This is an optimization exercise on Yosys and OpenROAD, whose aim is small area, a short achievable clock period and few clock cycles, not a production implementation. In this exercise RTL edits were held to simulation tests only and were not proved equivalent to the original.

== main ==
// multicycle_core
module multicycle_core #(
  parameter int DATA_W     = 32,
  parameter int IMEM_DEPTH = 16,
  parameter int DMEM_DEPTH = 16,
  parameter int MAX_INSTR  = 256
) (
  input  logic                          clk,
  input  logic                          rst,
  input  logic                          start,
  output logic                          busy,
  output logic                          done,
  output logic                          err,
  input  logic                          imem_we,
  input  logic [$clog2(IMEM_DEPTH)-1:0] imem_addr,
  input  logic [33:0]                   imem_wdata,
  output logic [$clog2(IMEM_DEPTH)-1:0] pc,
  input  logic [4:0]                    probe_reg_addr,
  output logic [DATA_W-1:0]             probe_reg_data,
  input  logic [$clog2(DMEM_DEPTH)-1:0] probe_dm_addr,
  output logic [DATA_W-1:0]             probe_dm_data
);
clock: 12.0 ns
lec_check: 0
abc_clock_period_in_ps: 5000
cap_margin: 20
cell_pad_in_sites_global_placement: 2
core_margin: 2
core_utilization: 60
cts_buf_list: sky130_fd_sc_hd__clkbuf_16
cts_cluster_diameter: 95
cts_cluster_size: 26
place_density: 0.75
setup_slack_margin: 5
slew_margin: 20
synth_hierarchical: 1
synth_minimum_keep_size: 0
run.sh (not shown) runs the stock make flow with config.mk's settings and CLKGATE_MAP_FILE= SYNTH_SCRIPT=/design/flow/synth_recipe.tcl, a recipe that flattens the netlist after the stock synthesis.
Testbench counts of main, summed over its fixed seeds: cycles 31,375.
> inputs changed (main -> the feature branch)
diff --git a/flow/design.v b/flow/design.v
--- a/flow/design.v
+++ b/flow/design.v
@@ -95,50 +95,37 @@
                    (r_rf_v[i] && !r_busy && w_pa_lo[i % 4] && w_pa_hi[i / 4]);
       w_sel_b[i] = r_rf_v[i] && (w_rt == 5'(i));
     end
   end
   for (genvar b = 0; b < DATA_W; b++) begin : g_rf_rd
     logic [31:1] w_col;
     always_comb begin
       for (int i = 1; i < 32; i++) w_col[i] = r_rf[i][b];
     end
     mc_ao31_fast u_ra (.d(w_col), .s(w_sel_a), .y(w_ra[b]));
     mc_ao31      u_rb (.d(w_col), .s(w_sel_b), .y(w_rb[b]));
   end
-  logic                  w_fwd_a;
-  logic                  w_fwd_b;
-  assign w_fwd_a = r_e_go && r_e_wen && (r_e_dest == w_rs);
-  assign w_fwd_b = r_e_go && r_e_wen && (r_e_dest == w_rt);
-  assign w_opa   = w_fwd_a ? w_wb_data : w_ra;
-  assign w_opb   = w_fwd_b ? w_wb_data : w_rb;
+  assign w_opa = (r_e_go && r_e_wen && (r_e_dest == w_rs)) ? w_wb_data : w_ra;
+  assign w_opb = (r_e_go && r_e_wen && (r_e_dest == w_rt)) ? w_wb_data : w_rb;
   assign w_bop = r_ir[30] ? DATA_W'($signed(r_ir[15:0])) : w_opb;
   logic [c_DMEM_AW-1:0]  w_d_dm_addr;
-  logic [c_DMEM_AW-1:0]  w_d_dm_addr_lt [2];
   always_comb begin
-    for (int v = 0; v < 2; v++) begin
-      logic [c_DMEM_AW-1:0] a_lo;
-      logic [c_DMEM_AW-1:0] b_lo;
-      a_lo = w_fwd_a ? w_wb_lo_lt[v] : w_ra[c_DMEM_AW-1:0];
-      b_lo = r_ir[30] ? r_ir[c_DMEM_AW-1:0] :
-             (w_fwd_b ? w_wb_lo_lt[v] : w_rb[c_DMEM_AW-1:0]);
-      case (r_ir[29:27])
-        3'b000:  w_d_dm_addr_lt[v] = a_lo & b_lo;
-        3'b001:  w_d_dm_addr_lt[v] = a_lo | b_lo;
-        3'b010:  w_d_dm_addr_lt[v] = a_lo + b_lo;
-        3'b110:  w_d_dm_addr_lt[v] = a_lo - b_lo;
-        default: w_d_dm_addr_lt[v] = '0;
-      endcase
-    end
+    case (r_ir[29:27])
+      3'b000:  w_d_dm_addr = w_opa[c_DMEM_AW-1:0] & w_bop[c_DMEM_AW-1:0];
+      3'b001:  w_d_dm_addr = w_opa[c_DMEM_AW-1:0] | w_bop[c_DMEM_AW-1:0];
+      3'b010:  w_d_dm_addr = w_opa[c_DMEM_AW-1:0] + w_bop[c_DMEM_AW-1:0];
+      3'b110:  w_d_dm_addr = w_opa[c_DMEM_AW-1:0] - w_bop[c_DMEM_AW-1:0];
+      default: w_d_dm_addr = '0;
+    endcase
   end
-  assign w_d_dm_addr = w_lt ? w_d_dm_addr_lt[1] : w_d_dm_addr_lt[0];
   logic [DATA_W-1:0]     w_sum;
   logic                  w_lt;
   logic [DATA_W-1:0]     w_alu_y;
   logic                  w_is_slt;
   assign r_e_b    = r_e_alu_src ? DATA_W'($signed(r_e_imm)) : r_e_rt;
   assign w_sum    = r_e_a + (r_e_alu_ctl[2] ? ~r_e_b : r_e_b) + DATA_W'(r_e_alu_ctl[2]);
   assign w_lt     = (r_e_a[DATA_W-1] != r_e_b[DATA_W-1]) ? r_e_a[DATA_W-1] : w_sum[DATA_W-1];
   assign w_is_slt = (r_e_alu_ctl == 3'b111);
   always_comb begin
     case (r_e_alu_ctl)
       3'b000:  w_alu_y = r_e_a & r_e_b;
       3'b001:  w_alu_y = r_e_a | r_e_b;
@@ -162,42 +149,24 @@
   end
   for (genvar b = 0; b < DATA_W; b++) begin : g_dm_rd
     logic [DMEM_DEPTH-1:0] w_col;
     always_comb begin
       for (int j = 0; j < DMEM_DEPTH; j++) w_col[j] = r_dmem[j][b];
     end
     mc_ao16 u_rd (.d(w_col), .s(w_sel_d), .y(w_dm_rd[b]));
   end
   assign w_dm_word1 = r_dmem[1] & {DATA_W{r_dm_v[1]}};
   assign w_load     = (w_is_slt && w_lt) ? w_dm_word1 : w_dm_rd;
   assign w_dm_idx   = w_is_slt ? c_DMEM_AW'(w_lt) : r_e_dm_addr;
   assign w_wb_data  = r_e_load ? w_load : w_alu_y;
-  logic [c_DMEM_AW-1:0]  w_wb_lo_lt [2];
-  logic [c_DMEM_AW-1:0]  w_alu_lo_nslt;
-  always_comb begin
-    case (r_e_alu_ctl)
-      3'b000:  w_alu_lo_nslt = r_e_a[c_DMEM_AW-1:0] & r_e_b[c_DMEM_AW-1:0];
-      3'b001:  w_alu_lo_nslt = r_e_a[c_DMEM_AW-1:0] | r_e_b[c_DMEM_AW-1:0];
-      3'b010:  w_alu_lo_nslt = w_sum[c_DMEM_AW-1:0];
-      3'b110:  w_alu_lo_nslt = w_sum[c_DMEM_AW-1:0];
-      default: w_alu_lo_nslt = '0;
-    endcase
-    for (int v = 0; v < 2; v++) begin
-      if (r_e_load) begin
-        w_wb_lo_lt[v] = (w_is_slt && v == 1) ? w_dm_word1[c_DMEM_AW-1:0] : w_dm_rd[c_DMEM_AW-1:0];
-      end else begin
-        w_wb_lo_lt[v] = w_is_slt ? c_DMEM_AW'(v) : w_alu_lo_nslt;
-      end
-    end
-  end
   always_ff @(posedge clk) begin
     for (int i = 1; i < 32; i++) begin
       if (r_e_go && r_e_wen && (r_e_dest == 5'(i))) begin
         r_rf[i] <= w_wb_data;
       end
     end
     for (int j = 0; j < DMEM_DEPTH; j++) begin
       if (r_e_go && r_e_mem_write && (w_dm_idx == c_DMEM_AW'(j))) begin
         r_dmem[j] <= r_e_rt;
       end
     end
   end
==> run notes <==
- Row worst clock skew: the feature branch lower / main higher
- Standard-cell row count shrinks slightly when moving from main to the feature branch.
- Looking at met2 global-route usage across main and the feature branch, the one that comes out higher is main.
- Between the feature branch and main, the design area figures differ only marginally.
- main -> the feature branch: async set or reset register ratio after synthesis delta 0, exact match
- main → the feature branch: clock period minus worst slack down 0.052 ns, clock-pin slew on the worst setup and hold paths flat.
Testbench counts of the feature branch, summed over its fixed seeds: cycles 31,375.

[port drivers added, routing unchanged]
The flow's constraints put no driver on any port. The routed layouts listed below were extracted and timed again, unchanged, in two steps. Step 1 (the two cells are an assumption about what drives the block):
set clk [get_ports {clk}]
set_driving_cell -lib_cell sky130_fd_sc_hd__clkbuf_16 $clk
set_driving_cell -lib_cell sky130_fd_sc_hd__buf_2 [delete_from_list [all_inputs] $clk]
Step 2 moves the port delays by t, midway between the first and last clock arrival at a register: inputs arrive t later, outputs are due t later. That takes back most of the time a late clock gives input paths. Slacks: ideal ports / drivers / drivers and shift; pairs: ideal ports / drivers.
run | t (ns) | setup WS [ns] | latest minus earliest clock arrival (ns)
main | 0.847 | 4.977 / 4.917 / 4.616 | 0.043 / 0.044
the feature branch | 0.847 | 5.029 / 5.001 / 4.572 | 0.035 / 0.035
After both steps every run listed still meets setup and hold. For the feature branch, which loses most, drivers alone change the setup slack by -0.028 ns; drivers and shift together by -0.457 ns.
